From an optimization exercise on the open Yosys and OpenROAD flow, aimed at small area, a short achievable clock period and few clock cycles per item; shortcuts taken in it are not production practice.
Where RTL was checked, it was by simulation tests only, not by an equivalence proof against the original.
Power is estimated from default activity; no workload was simulated.

Setup of build 36:
==> flow/design.v (excerpt) <==
module wdd_top (
  input  logic        clk_i,
  input  logic        rst_ni,
  input  logic        in_valid_i,
  output logic        in_stall_o,
  input  logic [31:0] in_value_i,
  input  logic        in_last_i,
  output logic        out_valid_o,
  input  logic        out_stall_i,
  output logic        out_match_now_o,
  output logic        out_found_so_far_o,
  output logic        out_array_done_o,
  input  logic        cfg_we_i,
  input  logic [4:0]  cfg_wdata_i
);
Size: ~48 I/O pins, about 0.021 mm^2 of cells after synthesis.
export LEC_CHECK = 0
export ABC_AREA = 1
export CAP_MARGIN = 20
export CORE_MARGIN = 2
export CORE_UTILIZATION = 40
export CTS_CLUSTER_DIAMETER = 80
export CTS_CLUSTER_SIZE = 25
export SETUP_SLACK_MARGIN = 2.0
export SLEW_MARGIN = 20
create_clock -name core_clock -period 4.0 [get_ports {clk_i}]
standard.sh (not shown) runs the stock make flow with config.mk's settings and CLKGATE_MAP_FILE= SYNTH_SCRIPT=/design/flow/synth_recipe.tcl, a recipe that flattens the netlist after the stock synthesis.
==> flow/flow/run.sh <==
#!/bin/bash
# The standard layout (the standard.sh, unchanged synthesis, floorplan,
# power grid and tap cells), with two placement/repair settings changed:
#  - the port buffers are plain buf_4 cells instead of the delay-buffer cell
#    buffer_ports picks by default (every port still gets its own buffer);
#  - gate sizing may swap a cell for one with a different footprint.
# The full output of the run goes to standard.log in this folder.
set -o pipefail
bash standard.sh \
  BUFFER_PORTS_ARGS="-buffer_cell sky130_fd_sc_hd__buf_4" \
  MATCH_CELL_FOOTPRINT=0 \
  finish > standard.log 2>&1
Build 36 ran to completion and came out clean on the timing, design-rule and antenna checks.
Edits applied to the flow inputs when going from build 36 to build 63:
- clearing ABC_AREA, which used to be 1
Findings:
- Build 36 consumes more power than build 63.
- Build 36 ended with every stage complete and zero timing, DRC or antenna violations.
- Build 63 has completed all stages; timing, DRC and antenna checks passed.
- The design area of build 63 falls short of that of build 36 by about 9%.
- Summary of build 63 over build 36: synthesized cell count fell by 911, non-clock buffer count rose by 2.0%, register area stayed essentially flat, worst setup slack fell by 21 ps, floorplan die area fell by about 11%.
- Routability-driven placement congestion ratio delta for build 63 relative to build 36: 0.030 lower
--- input diff build 63..build 4 ---
- changing SETUP_SLACK_MARGIN from 2.0 to 2.1
--- outcome ---
Per the comparison of build 4 with build 63, worst hold-check slack grew by 5.1 ps, max-cap check violation count held steady, share of total power in the clock network held steady.
No functional check of the RTL was part of any run of this note.


Another version of the RTL of wdd_top (not shown whole).
For scale: about 1600 cells after synthesis, ~560 flip-flops, ~48 I/O pins, roughly 19000 um^2 of cells after synthesis.
// wdd_top
module wdd_top (
  input  logic        clk_i,
  input  logic        rst_ni,
  input  logic        in_valid_i,
  output logic        in_stall_o,
  input  logic [31:0] in_value_i,
  input  logic        in_last_i,
  output logic        out_valid_o,
  input  logic        out_stall_i,
  output logic        out_match_now_o,
  output logic        out_found_so_far_o,
  output logic        out_array_done_o,
  input  logic        cfg_we_i,
  input  logic [4:0]  cfg_wdata_i
);
Settings: LEC_CHECK=0, CAP_MARGIN=20, CORE_MARGIN=2, CORE_UTILIZATION=40, CTS_CLUSTER_DIAMETER=80, CTS_CLUSTER_SIZE=25, SETUP_SLACK_MARGIN=2.0, SLEW_MARGIN=20; clock period 4.0 ns.
Scripts as last shown in full above: flow/flow/run.sh
The starting point produced a clean layout.
Testbench counts at the start, summed over its fixed seeds: cycles 16,795, items 16,384.
==> next run, changes <==
==> flow/flow/run.sh (replaced) <==
#!/bin/bash
# The standard layout (the standard.sh, unchanged synthesis, floorplan,
# power grid and tap cells), with two placement/repair settings changed:
#  - the port buffers are plain buf_2 cells instead of the delay-buffer cell
#    buffer_ports picks by default (every port still gets its own buffer);
#  - gate sizing may swap a cell for one with a different footprint.
# The full output of the run goes to standard.log in this folder.
set -o pipefail
bash standard.sh \
  BUFFER_PORTS_ARGS="-buffer_cell sky130_fd_sc_hd__buf_2" \
  MATCH_CELL_FOOTPRINT=0 \
  finish > standard.log 2>&1
--- a/flow/config.mk
+++ b/flow/config.mk
@@ -8,7 +8,8 @@
 export CAP_MARGIN = 20
 export CORE_MARGIN = 2
-export CORE_UTILIZATION = 40
-export CTS_CLUSTER_DIAMETER = 80
-export CTS_CLUSTER_SIZE = 25
+export CORE_UTILIZATION = 55
+export CTS_CLUSTER_DIAMETER = 90
+export CTS_CLUSTER_SIZE = 30
+export PLACE_DENSITY = 0.7
 export SETUP_SLACK_MARGIN = 2.0
 export SLEW_MARGIN = 20
Worst hold slack improved by 0.091 ns.
Combinational power falls by about 3%.
Wire length falls by 6.5%.
Clock skew is lower by 0.024 ns.
Global-route usage is higher by 6.3 points.
Final area goes down by 2.6%.
Count of clock-buffer cells in the layout falls by 3.
Final cell count goes down by 7.8%.
Power drops by 4.5%.
Clock power drops by 17%.
==> next run, changes <==
==> flow/flow/run.sh (replaced) <==
#!/bin/bash
# The standard layout (the standard.sh, unchanged synthesis, floorplan,
# power grid and tap cells), with two placement/repair settings changed:
#  - the port buffers are plain buf_4 cells instead of the delay-buffer cell
#    buffer_ports picks by default (every port still gets its own buffer);
#  - gate sizing may swap a cell for one with a different footprint.
# The full output of the run goes to standard.log in this folder.
set -o pipefail
bash standard.sh \
  BUFFER_PORTS_ARGS="-buffer_cell sky130_fd_sc_hd__buf_4" \
  MATCH_CELL_FOOTPRINT=0 \
  finish > standard.log 2>&1
--- a/flow/config.mk
+++ b/flow/config.mk
@@ -8,8 +8,7 @@
 export CAP_MARGIN = 20
 export CORE_MARGIN = 2
-export CORE_UTILIZATION = 55
-export CTS_CLUSTER_DIAMETER = 90
-export CTS_CLUSTER_SIZE = 30
-export PLACE_DENSITY = 0.7
-export SETUP_SLACK_MARGIN = 2.0
+export CORE_UTILIZATION = 40
+export CTS_CLUSTER_DIAMETER = 80
+export CTS_CLUSTER_SIZE = 25
+export SETUP_SLACK_MARGIN = 2.1
 export SLEW_MARGIN = 20
What happened:
- The new run completed with no timing, DRC or antenna violations
- cell count is higher by about 9%
- utilization came out lower by 15 points
- cell area rose by 3.2%
- synthesized area is unchanged
- clock skew went up by 0.020 ns
- die area is higher by about 37%
- combinational power goes up by about 4%
- synthesized cell count stays the same
- maximum frequency rose by 2.0%
- power is higher by 5.9%


Another version of the RTL of wdd_top (not shown whole).
Size in the first run: ~600 flip-flops, ~48 I/O pins.
==> flow/design.v (excerpt) <==
module wdd_top (
  input  logic        clk_i,
  input  logic        rst_ni,
  input  logic        in_valid_i,
  output logic        in_stall_o,
  input  logic [31:0] in_value_i,
  input  logic        in_last_i,
  output logic        out_valid_o,
  input  logic        out_stall_i,
  output logic        out_match_now_o,
  output logic        out_found_so_far_o,
  output logic        out_array_done_o,
  input  logic        cfg_we_i,
  input  logic [4:0]  cfg_wdata_i
);
export LEC_CHECK = 0
export CAP_MARGIN = 20
export CORE_MARGIN = 2
export CORE_UTILIZATION = 40
export SETUP_SLACK_MARGIN = 2.5
export SLEW_MARGIN = 20
create_clock -name core_clock -period 4.0 [get_ports {clk_i}]
run.sh (not shown) runs the stock make flow with config.mk's settings and CLKGATE_MAP_FILE= SYNTH_SCRIPT=/design/flow/synth_recipe.tcl, a recipe that flattens the netlist after the stock synthesis.
Stock flow here: none of the scripts above is used.
The starting point produced a clean layout.
Next try:
Settings changed: CORE_UTILIZATION 40 to 65, PLACE_DENSITY set to 0.75, SETUP_SLACK_MARGIN 2.5 to 2.0.
Result: Power is lower by a little under a tenth; sequential power stays flat; utilization is higher by 25 points; first-iteration DRC count is higher by well over a third; design area is lower by roughly a tenth; worst setup slack is worse by 40 ps; area after synthesis is unchanged; wire length is lower by roughly a tenth; maximum frequency is lower by a few percent; clock skew is lower by 15 ps.
Next try:
Settings changed: CORE_UTILIZATION 65 to 40, PLACE_DENSITY 0.75 to unset.
The changed run completed without violations.
Total power rises by 5.5%.
Routed wire length came out higher by 5.8%.
Final area rises by 2.8%.
Worst setup slack gets better by 23 ps.
No run of this note included a check of the RTL's function; only the layout flow was run.


wdd_top, a different RTL version from the one above (not shown whole).
For scale: about 1600 cells after synthesis, about 570 flip-flops, roughly 48 I/O pins.
clock: 4.0 ns
lec_check: 0
cap_margin: 20
core_margin: 2
core_utilization: 40
cts_cluster_diameter: 90
cts_cluster_size: 30
setup_slack_margin: 2.1
slew_margin: 20
standard.sh (not shown) runs the stock make flow with config.mk's settings and CLKGATE_MAP_FILE= SYNTH_SCRIPT=/design/flow/synth_recipe.tcl, a recipe that flattens the netlist after the stock synthesis.
==> flow/flow/run.sh <==
#!/bin/bash
# The standard layout (the standard.sh, unchanged synthesis, floorplan,
# power grid and tap cells), with two placement/repair settings changed:
#  - the port buffers are plain buf_2 cells instead of the delay-buffer cell
#    buffer_ports picks by default (every port still gets its own buffer);
#  - gate sizing may swap a cell for one with a different footprint.
# The full output of the run goes to standard.log in this folder.
set -o pipefail
bash standard.sh \
  BUFFER_PORTS_ARGS="-buffer_cell sky130_fd_sc_hd__buf_2" \
  MATCH_CELL_FOOTPRINT=0 \
  finish > standard.log 2>&1
Next try:
- SETUP_SLACK_MARGIN: 2.1 -> 2.0
Sequential power is about the same.
Clock power goes up by roughly a tenth.
Routed wire length goes up slightly.
Sequential share of layout area goes up by 0.19 points.
Die area does not change.
Worst setup slack got worse by 0.013 ns.
Fmax goes down slightly.
Non-clock buffer count goes down by 12.
Global-route usage barely changes.
Combinational power hardly moves.
No run of this note included a check of the RTL's function; only the layout flow was run.


RTL: one of the versions met above, not the one the previous note started from.
Size: ~1600 cells after synthesis, ~560 flip-flops, ~48 I/O pins.
export LEC_CHECK = 0
export CAP_MARGIN = 20
export CORE_MARGIN = 2
export CORE_UTILIZATION = 40
export CTS_CLUSTER_DIAMETER = 90
export CTS_CLUSTER_SIZE = 30
export SETUP_SLACK_MARGIN = 2.0
export SLEW_MARGIN = 20
create_clock -name core_clock -period 4.0 [get_ports {clk_i}]
==> flow/flow/run.sh <==
#!/bin/bash
# The standard layout (the standard.sh, unchanged synthesis, floorplan,
# power grid and tap cells), with two placement/repair settings changed:
#  - the port buffers are plain buf_4 cells instead of the delay-buffer cell
#    buffer_ports picks by default (every port still gets its own buffer);
#  - gate sizing may swap a cell for one with a different footprint.
# The full output of the run goes to standard.log in this folder.
set -o pipefail
bash standard.sh \
  BUFFER_PORTS_ARGS="-buffer_cell sky130_fd_sc_hd__buf_4" \
  MATCH_CELL_FOOTPRINT=0 \
  finish > standard.log 2>&1
The starting point ran to the end with no violations.
Testbench counts at the start, summed over its fixed seeds: cycles 16,795, items 16,384.
Rerun with:
==> flow/flow/run.sh (replaced) <==
#!/bin/bash
# The standard layout (the standard.sh, unchanged synthesis, floorplan,
# power grid and tap cells), with two placement/repair settings changed:
#  - the port buffers are plain buf_8 cells instead of the delay-buffer cell
#    buffer_ports picks by default (every port still gets its own buffer);
#  - gate sizing may swap a cell for one with a different footprint.
# The full output of the run goes to standard.log in this folder.
set -o pipefail
bash standard.sh \
  BUFFER_PORTS_ARGS="-buffer_cell sky130_fd_sc_hd__buf_8" \
  MATCH_CELL_FOOTPRINT=0 \
  finish > standard.log 2>&1
Effect:
- The changed run produced a clean layout
- worst setup slack degrades by 0.012 ns
- cell area goes up by about 1.7%
- via count is about the same
- power hardly moves
- core utilization goes up by 0.74 points
- clock skew barely changes
- maximum frequency goes down by about 0.6%


run 1:
Another version of the RTL of wdd_top (not shown whole).
Size: roughly 48 I/O pins, about 0.019 mm^2 of cells after synthesis.
Settings: LEC_CHECK=0, CAP_MARGIN=20, CORE_MARGIN=2, CORE_UTILIZATION=40, SETUP_SLACK_MARGIN=2.5, SLEW_MARGIN=20; clock period 4.0 ns.
run.sh (not shown) runs the stock make flow with config.mk's settings and CLKGATE_MAP_FILE= SYNTH_SCRIPT=/design/flow/synth_recipe.tcl, a recipe that flattens the netlist after the stock synthesis.
Stock flow here: none of the scripts above is used.
Testbench counts of run 1, summed over its fixed seeds: cycles 16,795, items 16,384.
Here is what was changed in the inputs of run 2 compared with run 1.
diff --git a/flow/config.mk b/flow/config.mk
--- a/flow/config.mk
+++ b/flow/config.mk
@@ -8,5 +8,6 @@
 export CAP_MARGIN = 20
 export CORE_MARGIN = 2
-export CORE_UTILIZATION = 40
-export SETUP_SLACK_MARGIN = 2.5
+export CORE_UTILIZATION = 65
+export PLACE_DENSITY = 0.75
+export SETUP_SLACK_MARGIN = 2.0
 export SLEW_MARGIN = 20
==> comparison <==
- In the flow results for run 2 and run 1, the worst hold slack is larger on run 2.
- Run 2 completed every stage of the flow, and the final layout passed the timing, design-rule and antenna checks.
- Comparing run 1 against run 2, there is no change at all in synthesized area.
- Run 2 vs run 1 — total global routing track utilization rose 13 points.
- After detailed routing, run 1 needs more wire than run 2.
- In the metrics for run 2 and run 1, the one carrying the higher via count is run 2.
- The peak clock frequency supported by timing in run 2 sits about 4% below the value recorded for run 1.
- Run 2 vs run 1, total power went down by about 4.4%.
- The time the final worst path needs with I/O delays and setup in run 2 was higher than what run 1 gave.
Here is what was changed in the inputs of run 3 compared with run 2.
diff --git a/flow/config.mk b/flow/config.mk
--- a/flow/config.mk
+++ b/flow/config.mk
@@ -8,6 +8,5 @@
 export CAP_MARGIN = 20
 export CORE_MARGIN = 2
-export CORE_UTILIZATION = 65
-export PLACE_DENSITY = 0.75
+export CORE_UTILIZATION = 40
 export SETUP_SLACK_MARGIN = 2.0
 export SLEW_MARGIN = 20
Results
Met3 global-route usage: run 3 vs run 2 down 6.2 points. Run 3: net load switching power lower than run 2. For the total chip power, run 3 came in 0.67% higher than run 2 did. Clock-buffer cell count was lower in run 2 than in run 3.


== before ==
Another version of the RTL of wdd_top (not shown whole).
Size: roughly 1600 cells after synthesis, about 560 flip-flops, ~48 I/O pins, ~19000 um2 of cells after synthesis.
export LEC_CHECK = 0
export CAP_MARGIN = 20
export CORE_MARGIN = 2
export CORE_UTILIZATION = 40
export CTS_CLUSTER_DIAMETER = 90
export CTS_CLUSTER_SIZE = 30
export SETUP_SLACK_MARGIN = 2.0
export SLEW_MARGIN = 20
create_clock -name core_clock -period 4.0 [get_ports {clk_i}]
standard.sh (not shown) runs the stock make flow with config.mk's settings and CLKGATE_MAP_FILE= SYNTH_SCRIPT=/design/flow/synth_recipe.tcl, a recipe that flattens the netlist after the stock synthesis.
==> flow/flow/run.sh <==
#!/bin/bash
# The standard layout (the standard.sh, unchanged synthesis, floorplan,
# power grid and tap cells), with two placement/repair settings changed:
#  - the port buffers are plain buf_2 cells instead of the delay-buffer cell
#    buffer_ports picks by default (every port still gets its own buffer);
#  - gate sizing may swap a cell for one with a different footprint.
# The full output of the run goes to standard.log in this folder.
set -o pipefail
bash standard.sh \
  BUFFER_PORTS_ARGS="-buffer_cell sky130_fd_sc_hd__buf_2" \
  MATCH_CELL_FOOTPRINT=0 \
  finish > standard.log 2>&1
Testbench counts of before, summed over its fixed seeds: cycles 16,795, items 16,384.
#### Input delta (after over before)
==> flow/run.sh (new file) <==
#!/bin/bash
# synth_recipe.tcl (not shown) runs the flow's synth.tcl, then flattens the netlist and writes it again
# the make line also repeats each setting of config.mk as NAME=value (left out here)
make -C /OpenROAD-flow-scripts/flow DESIGN_CONFIG=/design/flow/config.mk WORK_HOME=/design/flow/orfs CLKGATE_MAP_FILE= SYNTH_SCRIPT=/design/flow/synth_recipe.tcl finish
removed: flow/flow/run.sh
removed: flow/standard.sh
--- outcome ---
after | stages: all done | timing, DRC, antenna: all pass
Comparing after against before, there is no change at all in number of cells on the worst reg-to-reg path.
Diff after..before | portion of the layout cell area used by clock cells | negligible
Going from before to after, final design instance area without fill saw an increase; met1 routed wirelength after detailed routing lower; total power up about 1.8%.
Going from before to after, the first-pass GRT wire length was found to have gone up by about 5.6%.


wdd_top, a different RTL version from the one above (not shown whole).
Size: about 560 flip-flops, roughly 48 I/O pins, ~19000 sq um of cells after synthesis.
export LEC_CHECK = 0
export CAP_MARGIN = 20
export CORE_MARGIN = 2
export CORE_UTILIZATION = 60
export CTS_CLUSTER_DIAMETER = 80
export CTS_CLUSTER_SIZE = 25
export GPL_TIMING_DRIVEN = 0
export PLACE_DENSITY = 0.75
export SETUP_SLACK_MARGIN = 2.1
export SLEW_MARGIN = 20
create_clock -name core_clock -period 4.0 [get_ports {clk_i}]
==> flow/flow/run.sh <==
#!/bin/bash
# The standard layout (the standard.sh, unchanged synthesis, floorplan,
# power grid and tap cells), with two placement/repair settings changed:
#  - the port buffers are plain buf_4 cells instead of the delay-buffer cell
#    buffer_ports picks by default (every port still gets its own buffer);
#  - gate sizing may swap a cell for one with a different footprint.
# The full output of the run goes to standard.log in this folder.
set -o pipefail
bash standard.sh \
  BUFFER_PORTS_ARGS="-buffer_cell sky130_fd_sc_hd__buf_4" \
  MATCH_CELL_FOOTPRINT=0 \
  finish > standard.log 2>&1
Testbench counts at the start, summed over its fixed seeds: cycles 16,795, items 16,384.
==> next run, changes <==
Settings changed: CORE_UTILIZATION 60 to 40, GPL_TIMING_DRIVEN 0 to not set, PLACE_DENSITY 0.75 to not set.
Effect: Die area went up by 49%; synthesized area stays the same; count of clock-buffer cells in the layout goes up by 2; setup slack improved by 0.027 ns.
==> next run, changes <==
Settings changed: CORE_UTILIZATION 40 to 55, PLACE_DENSITY set to 0.7.
Outcome: The changed run finished clean; routed wire length falls by 5.8%; sequential cell count does not change; clock-buffer cell count goes down by 1.

## re-timing with driven ports
No port has a modelled driver above. Below, the same layouts with a new extraction and two added sets of constraints. Step 1: set_driving_cell puts a clkbuf_16 on clk_i and a buf_2 on each other input, an assumption about the parent block. Step 2 moves the port delays by t, midway between the first and last clock arrival at a register: inputs arrive t later, outputs are due t later. That takes back most of the time a late clock gives input paths. Three values: no drivers, after step 1, after step 2; two values: the first two.
| run | shift t [ns] | slack for setup (ns) | worst setup path at the end | worst register clock-pin slew, ns | worst slew at a driven data input, ns |
|---|---|---|---|---|---|
| build 36 | 0.659 | 2.042 / 1.995 / 1.412 | input to register | 0.10 / 0.10 | 0.05 |
| build 63 | 0.645 | 2.021 / 2.009 / 1.420 | input to register | 0.10 / 0.10 | 0.06 |
| build 4 | 0.652 | 2.012 / 2.012 / 1.426 | input to register | 0.10 / 0.10 | 0.05 |
| the first run of note 2 | 0.661 | 1.980 / 1.980 / 1.451 | input to register | 0.11 / 0.11 | 0.06 |
| the second run of note 2 | 0.612 | 2.013 / 1.992 / 1.427 | input to register | 0.12 / 0.12 | 0.05 |
| the third run of note 2 | 0.669 | 2.052 / 1.998 / 1.491 | input to register | 0.10 / 0.10 | 0.06 |
| the first run of note 3 | 0.662 | 2.043 / 1.988 / 1.617 | input to register | 0.06 / 0.06 | 0.04 |
| the second run of note 3 | 0.616 | 2.003 / 2.003 / 1.540 | input to register | 0.06 / 0.06 | 0.03 |
| the third run of note 3 | 0.661 | 2.026 / 1.992 / 1.521 | input to register | 0.06 / 0.06 | 0.04 |
| the first run of note 4 | 0.611 | 1.978 / 1.978 / 1.490 | input to register | 0.11 / 0.11 | 0.07 |
| the second run of note 4 | 0.627 | 1.965 / 1.965 / 1.439 | input to register | 0.12 / 0.12 | 0.05 |
| the first run of note 5 | 0.641 | 2.037 / 2.005 / 1.505 | input to register | 0.12 / 0.12 | 0.06 |
| the second run of note 5 | 0.634 | 2.024 / 2.016 / 1.505 | input to register | 0.12 / 0.12 | 0.07 |
| run 1 | 0.654 | 2.005 / 1.947 / 1.567 | input to register | 0.07 / 0.07 | 0.05 |
| run 2 | 0.611 | 1.926 / 1.926 / 1.371 | input to register | 0.07 / 0.07 | 0.04 |
| run 3 | 0.651 | 1.958 / 1.973 / 1.341 | input to register | 0.07 / 0.07 | 0.04 |
| before | 0.635 | 1.945 / 1.945 / 1.396 | input to register | 0.12 / 0.12 | 0.04 |
| after | 0.646 | 1.917 / 1.918 / 1.323 | input to register | 0.12 / 0.12 | 0.04 |
| the first run of note 8 | 0.623 | 2.028 / 2.006 / 1.423 | input to register | 0.10 / 0.10 | 0.05 |
| the second run of note 8 | 0.635 | 2.055 / 2.006 / 1.543 | input to register | 0.10 / 0.10 | 0.06 |
| the third run of note 8 | 0.611 | 2.096 / 2.043 / 1.523 | input to register | 0.10 / 0.10 | 0.05 |
After both steps setup and hold are still met in every run listed. The setup slack of build 36, which loses most, moves by -0.047 ns with the drivers and by -0.630 ns with both steps.
